This design comes from an exercise in tuning for small area and a short achievable clock period on the open sky130 flow, not from production work. At most, simulation tests tie the RTL to the original design; equivalence was not proved. Power and IR drop assume default switching activity.

Setup of v6:
## ex_stage_top
module ex_stage_top (
    input  logic         clk,
    input  logic         rst,
    input  logic         stall_i,
    input  logic         flush_i,
    input  logic [250:0] id_to_ex_i,
    output logic [140:0] ex_to_mem_o,
    output logic [69:0]  bypass_o,
    output logic [64:0]  redirect_o,
    output logic [137:0] dmem_req_o,
    output logic         stall_load_o
);
Size: about 0.031 mm2 of cells after synthesis.
clock: 9.0 ns
lec_check: 0
abc_area: 1
cap_margin: 20
core_margin: 2
core_utilization: 40
cts_cluster_diameter: 60
cts_cluster_size: 40
setup_slack_margin: 4.0
slew_margin: 20
synth_hierarchical: 1
standard.sh (not shown) runs the stock make flow with config.mk's settings and CLKGATE_MAP_FILE= SYNTH_SCRIPT=/design/flow/synth_recipe.tcl, a recipe that flattens the netlist after the stock synthesis.
==> flow/flow/run.sh <==
#!/bin/bash
set -euo pipefail
cd "$(dirname "$0")/.."
bash standard.sh "BUFFER_PORTS_ARGS=-buffer_cell sky130_fd_sc_hd__buf_1" finish > standard.log 2>&1
Both conditions hold for v6: the flow ran to the end and the final layout passed the timing, DRC and antenna checks.
The following lists how v7 was set up differently from v6:
Settings: SETUP_SLACK_MARGIN: 4.0 -> 4.3.
==> comparison <==
- Higher clock-buffer cell count goes to v6 over v7.
- v6 → v7: count of vias placed by the detailed router went up; wire length went up; post-CTS resize count went up; setup slack went up; worst hold margin did not really move.
- Area of placed instances essentially unchanged between v6 and v7.
- Compared with v6, v7 shows cell area after layout higher by about 2%.

* * *

== oak ==
Another version of the RTL of ex_stage_top (not shown whole).
For scale: ~5000 cells after synthesis, about 670 I/O pins, roughly 31000 um2 of cells after synthesis.
Settings: LEC_CHECK=0, ABC_AREA=1, CAP_MARGIN=20, CORE_MARGIN=2, CORE_UTILIZATION=40, CTS_CLUSTER_DIAMETER=60, CTS_CLUSTER_SIZE=40, SETUP_SLACK_MARGIN=4.6, SLEW_MARGIN=20, SYNTH_HIERARCHICAL=1; clock period 9.0 ns.
Scripts as last shown in full above: flow/flow/run.sh
Modified inputs, pine compared to oak
Settings: SETUP_SLACK_MARGIN now 4.3, was 4.6.
## What came out
- Between pine and oak, the count of multi-input gates does not differ in any meaningful way.
- Logic gate share of total power (higher): oak
- Taking oak as the reference point, the number of ordinary and repair buffers in the finished layout of pine falls by 53.
- Looking at half-perimeter wire length after detailed placement, pine sits 1.0 mm below oak.
- Critical path depth was lower in the run labelled pine.
- Comparing relative area of clock buffers and inverters in the final design for oak and pine, the bigger number came from pine.
- pine has final non-filler cell total below what oak had.
- Re number of buffers created by CTS: pine is 6 up on oak.
- pine against oak: final instance area went down, overall power went up.
- oak reports its kind of critical path as reg2out while pine reports in2out.

* * *

Setup of job 5553:
ex_stage_top, a different RTL version from the one above (not shown whole).
For scale: about 670 I/O pins, about 30000 µm² of cells after synthesis.
==> flow/config.mk <==
export PLATFORM = sky130hd
export DESIGN_NAME = ex_stage_top
export DESIGN_NICKNAME = ex_stage_top
export VERILOG_FILES = /design/flow/design.v
export SDC_FILE = /design/flow/constraint.sdc
export NUM_CORES = 4
export LEC_CHECK = 0
export ABC_AREA = 1
export CAP_MARGIN = 20
export CORE_MARGIN = 2
export CORE_UTILIZATION = 40
export CTS_CLUSTER_DIAMETER = 60
export CTS_CLUSTER_SIZE = 40
export SETUP_SLACK_MARGIN = 4.55
export SLEW_MARGIN = 20
export SYNTH_HIERARCHICAL = 1
==> flow/constraint.sdc <==
create_clock -name core_clock -period 9.0 [get_ports {clk}]
set_input_delay 1.8000 -clock core_clock [delete_from_list [all_inputs] [get_ports {clk}]]
set_output_delay 1.8000 -clock core_clock [all_outputs]
set_load 0.01 [all_outputs]
Scripts as last shown in full above: flow/flow/run.sh
The following lists how job 1316 was set up differently from job 5553:
Settings: CORE_UTILIZATION changed from 40 to 50; SETUP_SLACK_MARGIN changed from 4.55 to 4.45.
Notes after the runs:
- Job 1316 went all the way through the flow, and no timing, DRC or antenna check failed.
- Row routed wire length: job 1316 lower / job 5553 higher
- Cmp job 1316 vs job 5553: sequential share of layout area higher in job 1316
- Note that the die height recorded for job 1316 amounts to 0.896 times the value seen in job 5553.
- Re overall global routing resource usage: job 5553 and job 1316 aren't equal, and the higher value belongs to job 1316.
- Summary — standby leakage power, job 1316 relative to job 5553: lower, by 0.54 nW.
- As far as post-synthesis cell area goes, job 1316 and job 5553 are indistinguishable; the numbers are identical.
- Post-synthesis to final-layout area growth in job 1316 vs job 5553: down 4.9 points
- Job 1316 vs job 5553: combinational-cell power consumption down in job 1316
Relative to job 1316, the following input files were edited for job 1881:
Settings: SETUP_SLACK_MARGIN: 4.45 -> 4.3; CORE_UTILIZATION: 50 -> 40.
Notes after the runs:
Job 1316 and job 1881 ended up with roughly the same sequential share of layout area.
Taking job 1316 as the reference, in job 1881 post-layout worst setup margin moved down; final area level; power per cell area moved up; post-cts gate resize count moved down.
Per the comparison of job 1881 with job 1316, total power picked up an extra about 2%; global routing usage on met1 lost 9.7 points.
Here is what was changed in the inputs of job 130 compared with job 1881.
Settings: CORE_UTILIZATION now 50, was 40.
Aggregate routed wire length, job 1881 and job 130, lower one = job 130.
Looking at design area, job 130 sits below job 1881.
Going from job 1881 to job 130, total internal power shrank by a few percent.
In the flow results for job 1881 and job 130, the die area is smaller on job 130.

* * *

## red
ex_stage_top, a different RTL version from the one above (not shown whole).
For scale: about 270 flip-flops, about 670 I/O pins, ~0.031 mm2 of cells after synthesis.
Settings: LEC_CHECK=0, CAP_MARGIN=20, CORE_MARGIN=2, CORE_UTILIZATION=40, SETUP_SLACK_MARGIN=0.4, SLEW_MARGIN=20; clock period 9.0 ns.
run.sh (not shown) runs the stock make flow with config.mk's settings and CLKGATE_MAP_FILE= SYNTH_SCRIPT=/design/flow/synth_recipe.tcl, a recipe that flattens the netlist after the stock synthesis.
Stock flow here: none of the scripts above is used.
The inputs of blue differ from those of red as listed below.
# red
export LEC_CHECK = 0
export CAP_MARGIN = 20
export CORE_MARGIN = 2
export CORE_UTILIZATION = 40
export SETUP_SLACK_MARGIN = 0.4
export SLEW_MARGIN = 20
create_clock -name core_clock -period 9.0 [get_ports {clk}]
# blue
export LEC_CHECK = 0
export CAP_MARGIN = 20
export CORE_MARGIN = 2
export CORE_UTILIZATION = 40
export SETUP_SLACK_MARGIN = 4.4
export SLEW_MARGIN = 20
create_clock -name core_clock -period 9.0 [get_ports {clk}]
[summary]
- Changes observed in blue relative to red: overall power moved up; shortest clock period the worst path allows after layout moved down.
- Area growth from synthesis to layout: blue > red
- Taking blue as 1.0, red lands at 0.79 on achievable frequency.
No functional check of the RTL was part of any run of this note.

* * *

## run 1
ex_stage_top with an RTL version that a note above also has.
Size in the first run: roughly 5000 cells after synthesis, ~670 I/O pins.
Settings: LEC_CHECK=0, ABC_AREA=1, CAP_MARGIN=20, CORE_MARGIN=2, CORE_UTILIZATION=55, CTS_CLUSTER_DIAMETER=60, CTS_CLUSTER_SIZE=40, SETUP_SLACK_MARGIN=4.5, SLEW_MARGIN=20, SYNTH_HIERARCHICAL=1; clock period 9.0 ns.
standard.sh (not shown) runs the stock make flow with config.mk's settings and CLKGATE_MAP_FILE= SYNTH_SCRIPT=/design/flow/synth_recipe.tcl, a recipe that flattens the netlist after the stock synthesis.
Scripts as last shown in full above: flow/flow/run.sh
> inputs changed (run 1 -> run 2)
Settings: CORE_UTILIZATION changed from 55 to 40; SETUP_SLACK_MARGIN changed from 4.5 to 4.45.
[compare] base=run 1 new=run 2: transition time of the tightest slew-check pin fell by 0.086 ns; final standard cell count with taps included and fillers excluded rose by 268; count of inserted antenna diode cells fell by 11.
### run 2 -> run 3
Settings: SETUP_SLACK_MARGIN changed from 4.45 to 4.55; CORE_UTILIZATION changed from 40 to 50.
Results
Comparing setup slack for run 3 and run 2, the bigger number came from run 3.
| proportion of layout cells with a drive suffix above 1 | run 3 vs run 2 | 1.4 points higher |
Between run 3 and run 2, the part of the power in the clock network is higher for run 2.

==> re-timing with driven ports <==
The flow's constraints put no driver on any port. The routed layouts listed below were extracted and timed again, unchanged, in two steps. Step 1, drivers: a clkbuf_16 drives clk and a buf_2 each remaining input, both assumed. Step 2 also shifts input and output timing later by t, the mid clock arrival at the registers, as if the neighbouring blocks saw the same clock. a / b / c = no drivers / after step 1 / after step 2; a / b = the first two.
| run | t, ns | setup WS [ns] | slew at the worst register clock pin (ns) | worst data-port slew with drivers (ns) | pins driven straight from the clock port |
|---|---|---|---|---|---|
| v6 | 0.634 | 4.083 / 4.091 / 3.457 | 0.08 / 0.08 | 0.22 | 1 |
| v7 | 0.684 | 4.314 / 4.334 / 3.650 | 0.08 / 0.08 | 0.20 | 1 |
| oak | 0.635 | 4.411 / 4.345 / 4.025 | 0.08 / 0.08 | 0.10 | 1 |
| pine | 0.643 | 4.324 / 4.296 / 3.730 | 0.08 / 0.08 | 0.14 | 1 |
| job 5553 | 0.643 | 4.550 / 4.570 / 3.933 | 0.08 / 0.08 | 0.11 | 1 |
| job 1316 | 0.680 | 4.483 / 4.476 / 3.795 | 0.09 / 0.09 | 0.16 | 1 |
| job 1881 | 0.637 | 4.278 / 4.301 / 3.663 | 0.08 / 0.08 | 0.13 | 1 |
| job 130 | 0.694 | 4.266 / 4.307 / 3.613 | 0.09 / 0.09 | 0.14 | 1 |
| red | 0.637 | 1.173 / 1.215 / 0.579 | 0.08 / 0.08 | 0.15 | 1 |
| blue | 0.653 | 2.788 / 2.724 / 2.071 | 0.07 / 0.07 | 0.21 | 1 |
| run 1 | 0.671 | 4.447 / 4.464 / 3.792 | 0.09 / 0.09 | 0.14 | 1 |
| run 2 | 0.651 | 4.471 / 4.461 / 3.846 | 0.08 / 0.08 | 0.13 | 1 |
| run 3 | 0.637 | 4.527 / 4.522 / 3.893 | 0.08 / 0.08 | 0.12 | 1 |
After both steps setup and hold are still met in every run listed. The setup slack of blue, which loses most, moves by -0.064 ns with the drivers and by -0.717 ns with both steps.
